From an optimization exercise on the open Yosys and OpenROAD flow, aimed at small area; shortcuts taken in it are not production practice. Function was checked by simulation only, so behaviour that the tests miss may differ from the original. Power figures rest on the tool's default switching activity, not on a simulated workload.

$ cat flow/flow/my_synth.tcl
# The standard synthesis script (synth_recipe.tcl), with ABC's mapping
# script swapped for abc_map.script beside this file. Everything else,
# flip-flop mapping included, is the standard synthesis.
set my_abc_script [file join [file dirname [file normalize [info script]]] abc_map.script]
proc synth {args} { yosys synth -nofsm -noshare {*}$args }
proc abc {args} {
  set i [lsearch -exact $args -script]
  if { $i >= 0 } { lset args [expr { $i + 1 }] $::my_abc_script }
  yosys abc {*}$args
}
source $::env(SCRIPTS_DIR)/synth.tcl
# left out here: clear keep_hierarchy, flatten, clean up, hide names made inside functions, write 1_2_yosys.v
$ cat flow/constraint.sdc
create_clock -name core_clock -period 5.5 [get_ports {clk}]
set_input_delay 1.1000 -clock core_clock [delete_from_list [all_inputs] [get_ports {clk}]]
set_output_delay 1.1000 -clock core_clock [all_outputs]
set_load 0.01 [all_outputs]
$ cat flow/config.mk
export PLATFORM = sky130hd
export DESIGN_NAME = sorted_ready_queue
export DESIGN_NICKNAME = sorted_ready_queue
export VERILOG_FILES = /design/flow/design.v
export SDC_FILE = /design/flow/constraint.sdc
export NUM_CORES = 4
export LEC_CHECK = 0
export CAP_MARGIN = 0
export CORE_MARGIN = 2
export CORE_UTILIZATION = 50
export SETUP_SLACK_MARGIN = 0.05
export SLEW_MARGIN = 0
$ cat flow/design.v
`default_nettype none
package srq_pkg;
  localparam int QUEUE_DEPTH_DEF = 16;
  localparam int TIME_BITS_DEF   = 32;
  localparam int ENTRY_BITS      = 8 + TIME_BITS_DEF;
  localparam logic [1:0] CMD_ENQUEUE = 2'd0;
  localparam logic [1:0] CMD_SORT_IN = 2'd1;
  localparam logic [1:0] CMD_DEQUEUE = 2'd2;
  localparam logic [1:0] CMD_READ    = 2'd3;
endpackage
`default_nettype wire
`default_nettype none
module srq_cell #(
  parameter int TIME_BITS = srq_pkg::TIME_BITS_DEF,
  parameter int W         = 8 + TIME_BITS
) (
  input  wire logic                 clk,
  input  wire logic                 sel_hold,
  input  wire logic                 sel_left,
  input  wire logic                 sel_right,
  input  wire logic                 sel_new,
  input  wire logic [W-1:0]         new_word,
  input  wire logic [W-1:0]         left_word,
  input  wire logic [W-1:0]         right_word,
  input  wire logic [TIME_BITS-1:0] new_time,
  output logic                      ge,
  output logic [W-1:0]              word
);
  logic [W-1:0] word_r;
  logic [TIME_BITS:0] c;
  assign c[0] = 1'b1;
  for (genvar i = 0; i < TIME_BITS; i++) begin : g_rip
    assign c[i+1] = (word_r[i] & ~new_time[i]) | (word_r[i] & c[i]) | (~new_time[i] & c[i]);
  end
  assign ge = c[TIME_BITS];
  always_ff @(posedge clk) begin
    word_r <= ({W{sel_hold}}  & word_r)
            | ({W{sel_left}}  & left_word)
            | ({W{sel_right}} & right_word)
            | ({W{sel_new}}   & new_word);
  end
  assign word = word_r;
endmodule
`default_nettype wire
`default_nettype none
module sorted_ready_queue #(
  parameter int QUEUE_DEPTH = srq_pkg::QUEUE_DEPTH_DEF,
  parameter int TIME_BITS   = srq_pkg::TIME_BITS_DEF
) (
  input  wire logic clk,
  input  wire logic rst_n,
  input  wire logic start,
  output logic      busy,
  input  wire logic [41:0] in_data,
  output logic      out_strobe,
  output logic [46:0] out_data
);
  localparam int W     = 8 + TIME_BITS;
  localparam int CNT_W = $clog2(QUEUE_DEPTH + 1);
  logic [1:0] cmd;
  assign cmd = in_data[41:40];
  logic [CNT_W-1:0] count_r;
  logic             pend_r;
  logic             strobe_r, found_r, full_r;
  logic             stg_valid_r, stg_sort_r;
  logic [W-1:0]     stg_word_r;
  logic is_insert, is_sort, is_take, is_deq;
  logic full, empty;
  assign is_insert = !cmd[1];
  assign is_sort   = (cmd == srq_pkg::CMD_SORT_IN);
  assign is_take   = cmd[1];
  assign is_deq    = (cmd == srq_pkg::CMD_DEQUEUE);
  assign full  = (count_r == CNT_W'(QUEUE_DEPTH));
  assign empty = (count_r == '0);
  logic [CNT_W-1:0] row_end_r;
  logic [TIME_BITS-1:0] stg_time;
  assign stg_time = stg_word_r[TIME_BITS-1:0];
  logic [W-1:0] word [0:QUEUE_DEPTH+1];
  logic         ge   [0:QUEUE_DEPTH-1];
  assign word[0]             = stg_word_r;
  assign word[QUEUE_DEPTH+1] = stg_word_r;
  logic                 place_sort;
  logic [QUEUE_DEPTH:0] hit_self;
  logic [QUEUE_DEPTH:0] upto;    
  logic [QUEUE_DEPTH:0] first;
  assign place_sort = stg_valid_r && stg_sort_r;
  for (genvar k = 0; k < QUEUE_DEPTH; k++) begin : g_hit
    logic live;
    assign live = (CNT_W'(k) < row_end_r);
    if (k == 0) begin : g0
      assign hit_self[k] = !pend_r && (!live || (place_sort && ge[k]));
    end else begin : gk
      assign hit_self[k] = !live || (place_sort && ge[k]);
    end
  end
  assign hit_self[QUEUE_DEPTH] = 1'b1;
  assign upto[0]  = hit_self[0];
  assign first[0] = hit_self[0];
  for (genvar k = 1; k <= QUEUE_DEPTH; k++) begin : g_upto
    assign upto[k]  = upto[k-1] | hit_self[k];
    assign first[k] = hit_self[k] && !upto[k-1];
  end
  for (genvar k = 0; k < QUEUE_DEPTH; k++) begin : g_cell
    logic s_hold, s_left, s_right, s_new, prev_hit;
    if (k == 0) begin : g0
      assign prev_hit = 1'b0;
    end else begin : gk
      assign prev_hit = upto[k-1];
    end
    assign s_hold  = pend_r ? upto[k] : !upto[k];
    assign s_right = pend_r && !upto[k+1];
    assign s_new   = pend_r ? first[k+1] : first[k];
    assign s_left  = !pend_r && prev_hit;
    srq_cell #(
      .TIME_BITS (TIME_BITS)
    ) u_cell (
      .clk        (clk),
      .sel_hold   (s_hold),
      .sel_left   (s_left),
      .sel_right  (s_right),
      .sel_new    (s_new),
      .new_word   (stg_word_r),
      .left_word  (word[k]),
      .right_word (word[k+2]),
      .new_time   (stg_time),
      .ge         (ge[k]),
      .word       (word[k+1])
    );
  end
  assign busy = 1'b0;
  always_ff @(posedge clk) begin
    if (!rst_n) begin
      count_r     <= '0;
      row_end_r   <= '0;
      pend_r      <= 1'b0;
      stg_valid_r <= 1'b0;
      strobe_r    <= 1'b0;
    end else begin
      strobe_r    <= start;
      row_end_r   <= count_r;
      pend_r      <= start && is_deq && !empty;
      stg_valid_r <= start && is_insert && !full;
      if (start && is_insert && !full) begin
        count_r <= count_r + CNT_W'(1);
      end else if (start && is_deq && !empty) begin
        count_r <= count_r - CNT_W'(1);
      end
    end
  end
  always_ff @(posedge clk) begin
    stg_word_r <= in_data[W-1:0];
    stg_sort_r <= is_sort;
    if (start) begin
      found_r <= is_take && !empty;
      full_r  <= is_insert && full;
    end
  end
  assign out_strobe = strobe_r;
  assign out_data   = {word[1] & {W{found_r}}, found_r, full_r, 5'(count_r)};
endmodule
`default_nettype wire
$ cat flow/standard.sh
#!/bin/bash
# synth_recipe.tcl (not shown) runs the flow's synth.tcl, then flattens the netlist and writes it again
# the make line also repeats each setting of config.mk as NAME=value (left out here)
make -C /OpenROAD-flow-scripts/flow DESIGN_CONFIG=/design/flow/config.mk WORK_HOME=/design/flow/orfs CLKGATE_MAP_FILE= SYNTH_SCRIPT=/design/flow/synth_recipe.tcl "${@:-finish}"
$ cat flow/flow/run.sh
#!/bin/bash
# ORFS flow with the standard synthesis script, except that ABC maps
# with abc_map.script (one restructuring round instead of five), plus
# smaller port buffers and a lighter clock tree. make's output goes to
# standard.log; ORFS keeps each step's log in orfs/logs.
set -euo pipefail
here=$(pwd)
bash standard.sh \
  "SYNTH_SCRIPT=$here/flow/my_synth.tcl" \
  "BUFFER_PORTS_ARGS=-buffer_cell sky130_fd_sc_hd__buf_1" \
  "CTS_ARGS=-sink_clustering_enable -repair_clock_nets -buf_list sky130_fd_sc_hd__clkbuf_4 -sink_clustering_size 10 -sink_clustering_max_diameter 35 -dont_use_dummy_load" \
  finish > standard.log 2>&1
$ cat flow/flow/abc_map.script
&get -n
&st
&dch
&nf
&st
&if -g -K 4
&synch2
&nf
&st
&dc2
&dch
&nf
&put
topo
dnsize -c
==> notes.md <==
[cell type report]
| class | count | area, um^2 |
|---|---|---|
| fill | 5898 | 27100 |
| inverter | 155 | 683 |
| timing repair buffer | 237 | 1650 |
| tap | 846 | 1060 |
| sequential | 696 | 14000 |
| clock buffer | 139 | 1040 |
| multi-input combinational | 2620 | 17600 |
| antenna | 1 | 2.50 |
[routing by layer]
layer	wire length (um)	global-route usage, %
met1	51100	48.3
met2	45800	46.4
met3	11200	6.09
met4	2000	8.74
met5	0	0
[through the flow]
| stage | utilization, % | total power, mW | cell area (um^2) | std cells |
|---|---|---|---|---|
| 2_1_floorplan | - | 14.3 | 32100 | 3474 |
| 3_3_place_gp | 55.1 | 16.2 | 34800 | 4547 |
| 3_5_place_dp | 55.1 | 16.6 | 34800 | 4547 |
| 4_1_cts | 56.8 | 19.5 | 35800 | 4686 |
| 5_1_grt | 57.0 | 21.0 | 36000 | 4694 |
| 6_report | 57.0 | 19.7 | 36000 | 4694 |
[cells by family (layout without fill, tap and decap cells)]
| family | Yosys count | after routing | synth area share (%) |
|---|---|---|---|
| compound gates | 1657 | 1657 | 41.0 |
| xor+xnor | 3 | 3 | 0.0825 |
| fa+ha+maj | 21 | 21 | 0.832 |
| buf+inv | 158 | 531 | 1.90 |
| flops | 696 | 696 | 43.8 |
| mux | 1 | 1 | 0.0353 |
| other cells | 1 | 2 | 0.0118 |
| simple gates | 937 | 937 | 12.3 |
[flip-flops by register name (all words and copies together) (netlist names)]
register / count
found_r: 1
strobe_r: 1
full_r: 1
stg_sort_r: 1
stg_valid_r: 1
count_r: 5
pend_r: 1
stg_word_r: 40
g_cell.u_cell.word_r: 640
row_end_r: 5
[what timing repair did]
action | CTS | global route
setup buffers | 0 | 6
cloned | 0 | 1
resized for setup | 2 | 18
pin swaps | 0 | 15
setup endpoints to repair | 22 | 306
hold endpoints to repair | 0 | 0
[power by group through the flow]
stage / clock, mW / sequential [mW] / combinational (mW)
4_1_cts: 3.04 / 10.5 / 6.01
6_report: 2.96 / 10.6 / 6.07
5_1_grt: 3.24 / 11.0 / 6.81
3_3_place_gp: 0 / 10.4 / 5.75
2_1_floorplan: 0 / 9.49 / 4.85
3_5_place_dp: 0 / 10.6 / 5.98
[critical path: stages, from the launching register on]
cell	delay [ps]
dfxtp_1	340
nand2b_1	160
a221oi_2	230
o21ai_1	120
a2bb2oi_2	150
o211a_1	170
o211ai_1	130
a221o_1	330
a222oi_1	370
o2111ai_1	230
a21o_1	240
a221o_1	370
nor4_1	190
buf_4	190
clkinvlp_4	110
nor3_2	130
buf_4	190
and4_4	260
nand3_1	120
ha_1	350
buf_12	180
a222oi_1	350
o21ai_0	150
[synthesized netlist by cell type, types with 4 or more instances]
master and n:
a2111oi_0 5, a211o_1 7, a211oi_1 28, a21o_1 8, a21oi_1 41, a221o_1 19, a221oi_1 20, a222oi_1 515
a22o_1 52, a22oi_1 274, a2bb2oi_1 20, a31oi_1 8, a41oi_1 4, and2_0 54, clkinv_1 155, dfxtp_1 694
ha_1 18, nand2_1 739, nand2b_1 30, nand3_1 8, nand3b_1 4, nor2_1 33, nor2b_1 31, nor3_1 11
nor4_1 5, o2111ai_1 5, o211a_1 8, o211ai_1 34, o21a_1 18, o21ai_0 243, o21ba_1 4, o21bai_1 21
o221ai_1 41, o22a_1 10, o22ai_1 203, o2bb2ai_1 5, o31ai_1 44, o41ai_1 5, or2_0 7
[final timing paths]
check,cells past startpoint,slack [ps],to
worst max register to register,22,270,g_cell[14].u_cell.word_r[34]
worst min-delay path,1,170,stg_word_r[5]
worst max-delay path,22,270,g_cell[14].u_cell.word_r[34]
worst min register to register,2,450,g_cell[3].u_cell.word_r[38]
==> notes.md <==
* Run status: finished clean
* Period utilization at roughly 95%
* Endpoint class of the critical path: register
* Cell at the root of the clock tree: clkbuf_4
* First-pass GRT wire length at 175 mm
* Largest net degree at the start of global routing at between 40 and 50
* I/O Buffers at 92
* Core area at roughly 63000 um^2
* Relative contribution of combinational cells to total power at a little over 30%
* Top library cells by usage in the layout, fill and taps aside: nand2_1 (738), dfxtp_1 (680), a222oi_1 (515)
* Number of sinks on the clock net at 696
* Post-layout net count at 3913
* Startpoint type of the worst setup path: register
* Clock slew at the register clock pins of the worst setup and hold paths at ~80 ps
* Routability-driven placement congestion ratio at approximately 0.87
* Top-area cell type share of the netlist area at between 40 and 50%
* Post-route worst hold slack at approximately 170 ps
* CTS Hold Buffers Added at 0
* Vias per std cell at approximately 7
* Number of nets with antenna violations after detailed routing at 0
* Netlist area before placement at roughly 32000 um^2
* Routed via count at between 30000 and 40000
* H-tree Lvls at 4
* Layout-stage area growth over the synthesis result at 12.9%
* Post-synth EDFFs at 2
* Min-delay worst type: input pin to register
* Die Width at ~260 um
* Top cells by area in the synthesized netlist: dfxtp_1 (44%), a222oi_1 (16%), nand2_1 (8.7%)
* Top_reg_cell synth: dfxtp_1
* Worst clock skew at between 100 and 150 ps
* Psw at between 7 and 8 mW
* Yosys warnings at 5
* Setup_tns at 0 ps
* Tightest Pin Transition at about 1200 ps
* Timing-limited maximum frequency at roughly 190 MHz
* Buffer levels on the longest clock path at 3
* Type of the worst setup path: register to register
* Commonest non-fill, non-tap cell in the layout: nand2_1
* Violation count after the first detailed-routing iteration at 5683
* Sequential area share after synthesis at a little over two fifths
* DIE AREA at 65800 um^2
* Int Pwr at between 10 and 15 mW
* Clock period minus final worst setup slack at 5230 ps
* Number of primary I/O pins at 94
* Number of different library cells in the post-synthesis netlist at just over 60
* Number of endpoints with negative hold slack in the final report at 0
* Sw Share at between 30 and 40%
* Worst endpoint required time at 6370 ps
* Final Slew Violations at 0
* Effective utilization at floorplan at 50.5%
* Total wire length at ~110 mm
* Power per standard cell area at ~550 nW/um^2
* Die height at roughly 260 um
* Launch point of the worst path: g_cell[1].u_cell.word_r[1]
* Peak VDD IR at ~0.27 mV
* Initial antenna violation count at 1
* Source-to-sink clock delay at the later pin of the worst-skew pair at between 1000 and 1500 ps
* Setup violation total in the final timing report at 0
* Remaining DRCs at 0
* Fraction of final layout cells with drive strength greater than 1 at approximately a tenth
* Slew margin rel. at between 20% and 30%
* Post-synthesis sequential element count at 696
* Highest fanout seen on the critical path at 40
* Data arrival time at the worst-slack endpoint at 6100 ps
* Post-Syn Nets at 3538
* Remaining global-route overflow at 0
* Worst Setup Slack, final at approximately 270 ps
* Mean Syn Cell Area at around 9 um^2
* Sequential fraction of design power at between 50% and 60%
* Per-cell routed wire length at around 23 um
* Synth Instances at between 3000 and 4000
* Vias in the first global route at 30500
* Reported max-cap violation count at 0
* Pre-CTS setup slack at -13.8 ps
* Fraction of registers with async set or reset after synthesis at 0%
* Cell type with the highest aggregate area in the netlist: dfxtp_1
* Power share of the clock group at 15.1%
* CTS tree: done
* Hpwl dp at about 80 mm
* Count of standard-cell rows at between 90 and 100
* Hold wc startpoint: in_data[5]
* Standby leakage power at approximately 14 nW
* Number of clock buffers inserted by TritonCTS at 139
* Overall track demand over capacity in global routing at between 30% and 40%
* Startpoint of the lowest-slack register-to-register path: g_cell[1].u_cell.word_r[1]
* Detailed-router iteration count before antenna repair at 11
* Unrepaired setup endpoints after global routing: false

==> static timing again, ports no longer ideal <==
In the flow no input, the clock included, has a driving cell. The finished layout below was timed again as built, in two steps.
Step 1: set_driving_cell puts a clkbuf_16 on clk and a buf_2 on each other input, an assumption about the parent block.
Step 2 moves the port delays by t, midway between the first and last clock arrival at a register: inputs arrive t later, outputs are due t later. That takes back most of the time a late clock gives input paths.
Slacks: ideal / step 1 / step 2; pairs: ideal / step 1.
shift t [ns]: 1.039
setup WS [ns]: 0.267 / 0.267 / 0.267
worst setup path after step 2: register to register
worst register clock-pin slew, ns: 0.11 / 0.11
worst data-port slew with drivers (ns): 0.04
After both steps this run still meets setup and hold. The setup slack of this run moves by 0.000 ns with the drivers and by 0.000 ns with both steps.
